From an optimization exercise on the open Yosys and OpenROAD flow, aimed at small area, a short achievable clock period and few clock cycles per item; shortcuts taken in it are not production practice. Function was checked by simulation only, so behaviour that the tests miss may differ from the original. Power figures rest on the tool's default switching activity, not on a simulated workload.

==> xenon <==
==> flow/design.v <==
module ws2812_axil_slave #(
    parameter int unsigned C_S_AXI_DATA_WIDTH = 32,
    parameter int unsigned C_S_AXI_ADDR_WIDTH = 9,
    parameter int unsigned C_NUM_PIXELS       = 64
) (
    input  logic                            S_AXI_ACLK,
    input  logic                            S_AXI_ARESETN,
    input  logic [C_S_AXI_ADDR_WIDTH-1:0]   S_AXI_AWADDR,
    input  logic [2:0]                      S_AXI_AWPROT,
    input  logic                            S_AXI_AWVALID,
    output logic                            S_AXI_AWREADY,
    input  logic [C_S_AXI_DATA_WIDTH-1:0]   S_AXI_WDATA,
    input  logic [C_S_AXI_DATA_WIDTH/8-1:0] S_AXI_WSTRB,
    input  logic                            S_AXI_WVALID,
    output logic                            S_AXI_WREADY,
    output logic [1:0]                      S_AXI_BRESP,
    output logic                            S_AXI_BVALID,
    input  logic                            S_AXI_BREADY,
    input  logic [C_S_AXI_ADDR_WIDTH-1:0]   S_AXI_ARADDR,
    input  logic [2:0]                      S_AXI_ARPROT,
    input  logic                            S_AXI_ARVALID,
    output logic                            S_AXI_ARREADY,
    output logic [C_S_AXI_DATA_WIDTH-1:0]   S_AXI_RDATA,
    output logic [1:0]                      S_AXI_RRESP,
    output logic                            S_AXI_RVALID,
    input  logic                            S_AXI_RREADY,
    input  logic [5:0]                      px_addr,
    output logic [23:0]                     px_data,
    input  logic                            tx_busy,
    output logic                            tx_start,
    output logic [7:0]                      tx_len
);
    localparam int unsigned NPX = 64;    
    logic [7:0]  ctrl_len;
    logic [1:0]  busy_sync;
    logic [23:0] ring [NPX];             
    logic [2:0]  rot;                    
    logic [2:0]  rl [8];                 
    function automatic logic is_ctrl(input logic [8:0] a);
        is_ctrl = a[8:2] == 7'd0;
    endfunction
    function automatic logic is_stat(input logic [8:0] a);
        is_stat = a[8:2] == 7'd1;
    endfunction
    always_ff @(posedge S_AXI_ACLK or negedge S_AXI_ARESETN) begin
        if (!S_AXI_ARESETN) begin
            rot <= 3'd0;
            for (int j = 0; j < 8; j++)
                rl[j] <= 3'(j);
        end else begin
            rot <= rot + 3'd1;
            for (int j = 0; j < 8; j++)
                rl[j] <= rl[j] + 3'd1;
        end
    end
    logic        aw_v, w_v, exec;           
    logic [7:0]  d_lo, d_hi;
    logic        aw_pix, aw_ctrl, aw_err;
    logic [23:0] w_data;
    logic [2:0]  w_strb;
    logic [1:0]  b_cnt;                     
    logic        b_err1;                    
    logic        aw_hs, w_hs, b_pop;
    logic        aw_v_n, w_v_n, exec_n;
    logic [1:0]  b_cnt_n;
    logic [2:0]  aw_slot;
    logic [7:0]  d_lo_n;
    logic        aw_pix_n;
    assign aw_hs   = S_AXI_AWVALID & S_AXI_AWREADY;
    assign w_hs    = S_AXI_WVALID & S_AXI_WREADY;
    assign b_pop   = S_AXI_BVALID & S_AXI_BREADY;
    assign aw_v_n  = aw_hs | (aw_v & ~exec);
    assign w_v_n   = w_hs | (w_v & ~exec);
    assign b_cnt_n = b_cnt + {1'b0, exec} - {1'b0, b_pop};
    assign aw_slot  = S_AXI_AWADDR[4:2] - rot - 3'd2;
    assign d_lo_n   = aw_hs ? (8'd1 << aw_slot) : {d_lo[0], d_lo[7:1]};
    assign aw_pix_n = aw_hs ? S_AXI_AWADDR[8] : aw_pix;
    assign exec_n   = aw_v_n & w_v_n & ~b_cnt_n[1] & (~aw_pix_n | d_lo_n[0] | d_lo_n[4]);
    assign tx_len   = ctrl_len;
    always_ff @(posedge S_AXI_ACLK or negedge S_AXI_ARESETN) begin
        if (!S_AXI_ARESETN) begin
            aw_v          <= 1'b0;
            w_v           <= 1'b0;
            exec          <= 1'b0;
            b_cnt         <= 2'd0;
            S_AXI_BVALID  <= 1'b0;
            S_AXI_AWREADY <= 1'b1;
            S_AXI_WREADY  <= 1'b1;
            ctrl_len      <= 8'd0;
            tx_start      <= 1'b0;
        end else begin
            aw_v          <= aw_v_n;
            w_v           <= w_v_n;
            exec          <= exec_n;
            b_cnt         <= b_cnt_n;
            S_AXI_BVALID  <= b_cnt_n != 2'd0;
            S_AXI_AWREADY <= ~aw_v_n | exec_n;
            S_AXI_WREADY  <= ~w_v_n | exec_n;
            tx_start      <= exec & aw_ctrl & w_strb[0] & w_data[0];
            if (exec && aw_ctrl && w_strb[1])
                ctrl_len <= w_data[15:8];
        end
    end
    always_ff @(posedge S_AXI_ACLK) begin
        d_lo   <= d_lo_n;
        aw_pix <= aw_pix_n;
        if (aw_hs) begin
            d_hi    <= S_AXI_AWADDR[8] ? (8'd1 << S_AXI_AWADDR[7:5]) : 8'd0;
            aw_ctrl <= is_ctrl(S_AXI_AWADDR);
            aw_err  <= ~S_AXI_AWADDR[8] & ~is_ctrl(S_AXI_AWADDR);
        end
        if (w_hs) begin
            w_data <= S_AXI_WDATA[23:0];
            w_strb <= S_AXI_WSTRB[2:0];
        end
    end
    always_ff @(posedge S_AXI_ACLK) begin
        if (exec && (b_cnt == 2'd0 || (b_cnt == 2'd1 && b_pop)))
            S_AXI_BRESP <= {aw_err, 1'b0};
        else if (b_pop)
            S_AXI_BRESP <= {b_err1, 1'b0};
        if (exec)
            b_err1 <= aw_err;
    end
    logic [2:0] lane_we;
    assign lane_we = {3{exec}} & w_strb;
    always_ff @(posedge S_AXI_ACLK) begin
        for (int h = 0; h < 8; h++) begin
            for (int l = 0; l < 8; l++) begin
                ring[8*h + l] <= ring[8*h + (l + 1) % 8];
                if (l % 4 == 0) begin
                    for (int b = 0; b < 3; b++) begin
                        if (lane_we[b] && d_hi[h] && d_lo[l])
                            ring[8*h + l][8*b +: 8] <= w_data[8*b +: 8];
                    end
                end
            end
        end
    end
    logic [23:0] px_next;
    always_comb begin
        logic [7:0]  lo, hi;
        logic [23:0] g;
        for (int j = 0; j < 8; j++)
            lo[j] = px_addr[2:0] == rl[j];
        hi = 8'd1 << px_addr[5:3];
        px_next = '0;
        for (int h = 0; h < 8; h++) begin
            g = '0;
            for (int l = 0; l < 8; l++)
                g = g | ({24{lo[l]}} & ring[8*h + l]);
            px_next = px_next | ({24{hi[h]}} & g);
        end
    end
    always_ff @(posedge S_AXI_ACLK or negedge S_AXI_ARESETN) begin
        if (!S_AXI_ARESETN)
            px_data <= 24'd0;
        else
            px_data <= px_next;
    end
    always_ff @(posedge S_AXI_ACLK or negedge S_AXI_ARESETN) begin
        if (!S_AXI_ARESETN)
            busy_sync <= 2'b00;
        else
            busy_sync <= {busy_sync[0], tx_busy};
    end
    logic        ar_pend, ar_hs, r_move;
    logic [7:0]  ar_hi, ar_lo;              
    logic [2:0]  ar_slot;
    logic        ar_ctrl, ar_stat, ar_err;
    logic [23:0] r_data, r_pix;
    logic        ar_pix;
    logic        r_err;
    assign ar_hs       = S_AXI_ARVALID & S_AXI_ARREADY;
    assign ar_slot     = S_AXI_ARADDR[4:2] - rot - 3'd1;
    assign r_move      = ar_pend & (~S_AXI_RVALID | S_AXI_RREADY) & (~ar_pix | ar_lo[0] | ar_lo[4]);
    assign S_AXI_RDATA = {8'd0, r_data};
    assign S_AXI_RRESP = {r_err, 1'b0};
    always_ff @(posedge S_AXI_ACLK or negedge S_AXI_ARESETN) begin
        if (!S_AXI_ARESETN) begin
            ar_pend       <= 1'b0;
            S_AXI_ARREADY <= 1'b1;
            S_AXI_RVALID  <= 1'b0;
        end else begin
            ar_pend       <= ar_hs | (ar_pend & ~r_move);
            S_AXI_ARREADY <= ~(ar_hs | (ar_pend & ~r_move));
            S_AXI_RVALID  <= r_move | (S_AXI_RVALID & ~S_AXI_RREADY);
        end
    end
    always_ff @(posedge S_AXI_ACLK) begin
        if (!ar_hs)
            ar_lo <= {ar_lo[0], ar_lo[7:1]};
        if (ar_hs) begin
            ar_pix  <= S_AXI_ARADDR[8];
            ar_hi   <= S_AXI_ARADDR[8] ? (8'd1 << S_AXI_ARADDR[7:5]) : 8'd0;
            ar_lo   <= 8'd1 << ar_slot;
            ar_ctrl <= is_ctrl(S_AXI_ARADDR);
            ar_stat <= is_stat(S_AXI_ARADDR);
            ar_err  <= ~S_AXI_ARADDR[8] & ~is_ctrl(S_AXI_ARADDR) & ~is_stat(S_AXI_ARADDR);
        end
    end
    always_comb begin
        r_pix = '0;
        for (int h = 0; h < 8; h++)
            r_pix = r_pix | ({24{ar_hi[h] & ar_lo[0]}} & ring[8*h])
                          | ({24{ar_hi[h] & ar_lo[4]}} & ring[8*h + 4]);
    end
    always_ff @(posedge S_AXI_ACLK) begin
        if (r_move) begin
            r_data <= r_pix | {8'd0, {8{ar_ctrl}} & ctrl_len, 8'd0} | {23'd0, ar_stat & busy_sync[1]};
            r_err  <= ar_err;
        end
    end
    logic unused_ok;
    assign unused_ok = ^{S_AXI_AWPROT, S_AXI_ARPROT, S_AXI_AWADDR[1:0], S_AXI_ARADDR[1:0],
                         S_AXI_WDATA[31:24], S_AXI_WSTRB[3]};
endmodule
==> flow/run.sh <==
#!/bin/bash
# synth_recipe.tcl (not shown) runs the flow's synth.tcl, then flattens the netlist and writes it again
# the make line also repeats each setting of config.mk as NAME=value (left out here)
make -C /OpenROAD-flow-scripts/flow DESIGN_CONFIG=/design/flow/config.mk WORK_HOME=/design/flow/orfs CLKGATE_MAP_FILE= SYNTH_SCRIPT=/design/flow/synth_recipe.tcl finish
==> flow/config.mk <==
export PLATFORM = sky130hd
export DESIGN_NAME = ws2812_axil_slave
export DESIGN_NICKNAME = ws2812_axil_slave
export VERILOG_FILES = /design/flow/design.v
export SDC_FILE = /design/flow/constraint.sdc
export NUM_CORES = 4
export LEC_CHECK = 0
export CAP_MARGIN = 20
export CORE_MARGIN = 2
export CORE_UTILIZATION = 55
export CTS_CLUSTER_DIAMETER = 80
export CTS_CLUSTER_SIZE = 30
export SETUP_SLACK_MARGIN = 2.5
export SLEW_MARGIN = 20
==> flow/constraint.sdc <==
create_clock -name core_clock -period 5.0 [get_ports {S_AXI_ACLK}]
set_input_delay 1.0000 -clock core_clock [delete_from_list [all_inputs] [get_ports {S_AXI_ACLK}]]
set_output_delay 1.0000 -clock core_clock [all_outputs]
set_load 0.01 [all_outputs]
==> lagoon: changes against xenon <==
CORE_UTILIZATION = 40   (was 55)
CTS_CLUSTER_DIAMETER = unset   (was 80)
CTS_CLUSTER_SIZE = unset   (was 30)
==> summary of the runs <==
- xenon finished clean. lagoon completed with no timing, DRC or antenna violations.
- Setup slack is about the same in xenon and lagoon.
- Critical path depth: lagoon is higher than xenon (1).
- Of lagoon and xenon, lagoon has the higher die area (gap about 37%, measured against xenon).
- Against xenon, the final cell count of lagoon is larger by 15%.
- In synthesized cell count, lagoon and xenon do not differ.
- Between xenon and lagoon, the lower wire length is in xenon (gap 2.3%, measured against lagoon).
- In lagoon the global-route usage is lower than in xenon, by 9.9 points.
- In sequential power, lagoon and xenon hardly differ.
Testbench counts of xenon, summed over its fixed seeds: cycles 4,352, items 5,696.
Testbench counts of lagoon, summed over its fixed seeds: cycles 4,352, items 5,696.

-- static timing again, ports no longer ideal --
The flow's constraints put no driver on any port. The routed layouts listed below were extracted and timed again, unchanged, in two steps. Step 1: set_driving_cell puts a clkbuf_16 on S_AXI_ACLK and a buf_2 on each other input, an assumption about the parent block. Step 2 adds t to the input delays and takes it off the output delays; t is the mean of the earliest and latest rising clock arrival at the registers after step 1. Input paths then give back, and output paths get back, about the clock's delay inside the block. a / b / c = ideal / step 1 / step 2; a / b = the first two.
| run | shift t [ns] | setup WS [ns] | hold WS [ns] | worst setup path at the end | pins driven straight from the clock port |
|---|---|---|---|---|---|
| xenon | 0.750 | 2.397 / 2.406 / 1.687 | 0.304 / 0.257 / 0.334 | input to register | 1 |
| lagoon | 0.867 | 2.397 / 2.405 / 1.577 | 0.242 / 0.188 / 0.314 | input to register | 1 |
After both steps setup and hold are still met in every run listed. The setup slack of lagoon, which loses most, moves by +0.008 ns with the drivers and by -0.820 ns with both steps.
